This is an optimization exercise on Yosys and OpenROAD, whose aim is a short achievable clock period and few clock cycles per item, not a production implementation.
The RTL was checked by simulation tests, not by an equivalence proof against the original design.

==> exp/zinc: inputs <==
Design muldiv_iter, start of the top module:
module muldiv_iter
#(
    parameter int XLEN     = 64,
    parameter bit WORD_OPS = 1
) (
    input  logic            clk,
    input  logic            rst,
    input  logic            flush,
    input  logic            in_valid,
    output logic            in_ready,
    input  logic [3:0]      op,
    input  logic [XLEN-1:0] rs1,
    input  logic [XLEN-1:0] rs2,
    output logic            out_valid,
    input  logic            out_ready,
    output logic [XLEN-1:0] result,
    output logic            busy
);
    localparam int NST   = muldiv_pkg::NSTAGES;
    localparam int DEPTH = NST + 8;
    localparam int QN    = DEPTH - 1;         
    localparam int QW    = $clog2(QN);
    localparam int CNTW  = $clog2(DEPTH + 1);
    logic kill;
    logic acc;
    logic hand;
    assign kill = rst || flush;
    assign acc  = in_valid && in_ready && !kill;
    assign hand = out_valid && out_ready && !kill;
    logic            v0;
    logic [3:0]      op0;
    logic [XLEN-1:0] a0;
    logic [XLEN-1:0] b0;
    always_ff @(posedge clk) begin
        v0  <= acc;
        op0 <= op;
        a0  <= rs1;
        b0  <= rs2;
    end
    logic [XLEN-1:0] p_x;
    logic [XLEN-1:0] p_l;
    logic            p_div, p_hi, p_word, p_neg, p_zero;
    muldiv_prep #(.XLEN(XLEN), .WORD_OPS(WORD_OPS)) u_prep (
        .op    (op0),
        .rs1   (a0),
        .rs2   (b0),
        .opnd_x(p_x),
        .opnd_l(p_l),
        .div   (p_div),
        .hi    (p_hi),
        .word  (p_word),
        .neg   (p_neg),
        .zero  (p_zero)
    );
    logic            v1;
    logic [4:0]      f1;
    logic [XLEN-1:0] x1;
    logic [XLEN-1:0] l1;
    always_ff @(posedge clk) begin
        v1 <= v0 && !kill;
        f1 <= {p_zero, p_neg, p_word, p_hi, p_div};
        x1 <= p_x;
        l1 <= p_l;
    end
    logic            sv  [NST+1];
  ...
==> flow/config.mk <==
export PLATFORM = sky130hd
export DESIGN_NAME = muldiv_iter
export DESIGN_NICKNAME = muldiv_iter
export VERILOG_FILES = /design/flow/design.v
export SDC_FILE = /design/flow/constraint.sdc
export NUM_CORES = 4
export LEC_CHECK = 0
export ABC_CLOCK_PERIOD_IN_PS = 3000
export CAP_MARGIN = 20
export CORE_MARGIN = 2
export CORE_UTILIZATION = 50
export CTS_CLUSTER_DIAMETER = 70
export CTS_CLUSTER_SIZE = 25
export SLEW_MARGIN = 20
export TNS_END_PERCENT = 20
==> flow/constraint.sdc <==
create_clock -name core_clock -period 10.0 [get_ports {clk}]
set_input_delay 2.0000 -clock core_clock [delete_from_list [all_inputs] [get_ports {clk}]]
set_output_delay 2.0000 -clock core_clock [all_outputs]
set_load 0.01 [all_outputs]
standard.sh (not shown) runs the stock make flow with config.mk's settings and CLKGATE_MAP_FILE= SYNTH_SCRIPT=/design/flow/synth_recipe.tcl, a recipe that flattens the netlist after the stock synthesis.
==> flow/flow/run.sh <==
#!/bin/bash
set -euo pipefail
here=$(pwd)
bash standard.sh SETUP_SLACK_MARGIN=8 FASTROUTE_TCL="$here/flow/fastroute.tcl" finish > standard_flow.log 2>&1
==> flow/flow/fastroute.tcl <==
# Global routing layers for this design: the platform's own setup, except
# that met1 (crowded by the cells' pins and rails) gets far fewer tracks, so
# the global router moves wires up to met2-met4 and the detailed router has
# fewer shorts on met1 to repair.
set_global_routing_layer_adjustment met1 0.7
set_global_routing_layer_adjustment met2-met5 0.2
set_routing_layers -clock met3-met5
set_routing_layers -signal met1-met5
==> inputs of exp/indigo, as changes to exp/zinc <==
--- a/flow/design.v
+++ b/flow/design.v
@@ -502,15 +502,15 @@
     output logic            out_valid,
     input  logic            out_ready,
     output logic [XLEN-1:0] result,
     output logic            busy
 );
     localparam int NST   = muldiv_pkg::NSTAGES;
     localparam int DEPTH = NST + 8;
-    localparam int QN    = DEPTH - 1;         
+    localparam int QN    = DEPTH;             
     localparam int QW    = $clog2(QN);
     localparam int CNTW  = $clog2(DEPTH + 1);
     logic kill;
     logic acc;
     logic hand;
     assign kill = rst || flush;
     assign acc  = in_valid && in_ready && !kill;
@@ -747,42 +747,45 @@
         if (!e_div)      e_res = mres[MDLY];
         else if (e_word) e_res = XLEN'($signed(e_n[31:0]));
         else             e_res = e_n;
     end
     logic [XLEN-1:0] q_mem [QN];
     logic [QW-1:0]   wptr;
     logic [QW-1:0]   rptr;
+    logic [QW-1:0]   rptr1;               
     logic [QW:0]     qcnt;
+    logic [QW:0]     qleft;               
     logic [CNTW-1:0] cnt;
     logic [CNTW-1:0] cnt_n;
-    logic            out_free;
-    logic            q_some;
-    logic            pop;
-    assign out_free = !out_valid || out_ready;
-    assign q_some   = (qcnt != '0);
-    assign pop      = out_free && (q_some || pv);
+    assign qleft = qcnt - (QW+1)'(hand);
     always_ff @(posedge clk) begin
         if (pv) q_mem[wptr] <= e_res;
     end
     always_ff @(posedge clk) begin
         if (kill) begin
             wptr      <= '0;
             rptr      <= '0;
+            rptr1     <= QW'(1);
             qcnt      <= '0;
             out_valid <= 1'b0;
         end else begin
             if (pv) wptr <= (wptr == QW'(QN - 1)) ? '0 : wptr + QW'(1);
-            if (pop) rptr <= (rptr == QW'(QN - 1)) ? '0 : rptr + QW'(1);
-            qcnt <= qcnt + (QW+1)'(pv) - (QW+1)'(pop);
-            if (out_free) begin
-                out_valid <= q_some || pv;
-                result    <= q_some ? q_mem[rptr] : e_res;
+            if (hand) begin
+                rptr  <= rptr1;
+                rptr1 <= (rptr1 == QW'(QN - 1)) ? '0 : rptr1 + QW'(1);
             end
+            qcnt      <= qleft + (QW+1)'(pv);
+            out_valid <= (qleft != '0) || pv;
         end
     end
+    always_ff @(posedge clk) begin
+        if (qleft == '0) result <= e_res;
+        else if (hand)   result <= q_mem[rptr1];
+        else             result <= q_mem[rptr];
+    end
     always_comb begin
         if (kill) cnt_n = '0;
         else      cnt_n = cnt + CNTW'(acc) - CNTW'(hand);
     end
     always_ff @(posedge clk) begin
         cnt      <= cnt_n;
         in_ready <= (cnt_n < CNTW'(DEPTH));
==> flow/flow/run.sh (replaced) <==
#!/bin/bash
set -euo pipefail
bash standard.sh SETUP_SLACK_MARGIN=7 SKIP_GATE_CLONING=1 finish > standard_flow.log 2>&1
Settings changed: CORE_UTILIZATION 50 to 40.
removed: flow/flow/fastroute.tcl
==> notes.md <==
	exp/zinc	exp/indigo
Number of sinks on the clock net	16700	16800
DP Wirelength	1330 mm	1240 mm
Synthesized netlist net count	63600	65100
Initial core utilization	0.501	0.401
Result of the run	stopped before the end	no timing/DRC/antenna violations
Failing step	5_1_grt	-
Setup Slack @ Placement	4.30 ns	3.89 ns
Proportion of synthesized area in mux cells	0.0408	0.0624
Postcts setup bufs	1378	1227
Mapped cell area	692000 um^2	713000 um^2
Compound-Gate Fraction of Synth Area	0.0540	0.0545
Xor/xnor share of the synthesized area	0.0121	0.0121
Number of distinct library cells after synthesis	92	106
Top cell type's share of synthesized area	0.411	0.400
Flip-flop and latch count after synthesis	16700	16800
TritonCTS Buffers	932	908
Per-instance average area after synthesis	12.8 um^2	12.9 um^2
Number of cells upsized or downsized after cts	7967	6611
Proportion of synthesized chip area in sequential cells	0.522	0.508
Gp weighted congestion	0.961	0.893
Gate Count Post-Synth	53800	55400
Adder-cell area share of the yosys netlist	0.263	0.255
Instance count after placement with tap cells included	70600	77100
Vert. Die Dim	1.18 mm	1.34 mm
Placed Instance Area	715000 um^2	742000 um^2
Simple-gate share of the synthesized area	0.0699	0.0701
Testbench counts of exp/zinc, summed over its fixed seeds: cycles 2,712, items 2,400.
Testbench counts of exp/indigo, summed over its fixed seeds: cycles 2,712, items 2,400.

## re-timing with driven ports
The flow's constraints put no driver on any port. The routed layout listed below was extracted and timed again, unchanged, in two steps. Step 1 sets driving cells, clkbuf_16 on the clock port and buf_2 on the other inputs (assumed; they add their load-dependent delay and slew). Step 2 moves the port delays by t, midway between the first and last clock arrival at a register: inputs arrive t later, outputs are due t later. That takes back most of the time a late clock gives input paths. Three values: ideal ports, drivers, drivers and shift; two values: the first two.
run: exp/indigo
shift t [ns]: 1.462
setup WS [ns]: 5.792 / 5.780 / 5.246
worst hold slack (ns): 0.173 / 0.173 / 0.173
After both steps exp/indigo still meets setup and hold. For exp/indigo, drivers alone change the setup slack by -0.012 ns; drivers and shift together by -0.546 ns.
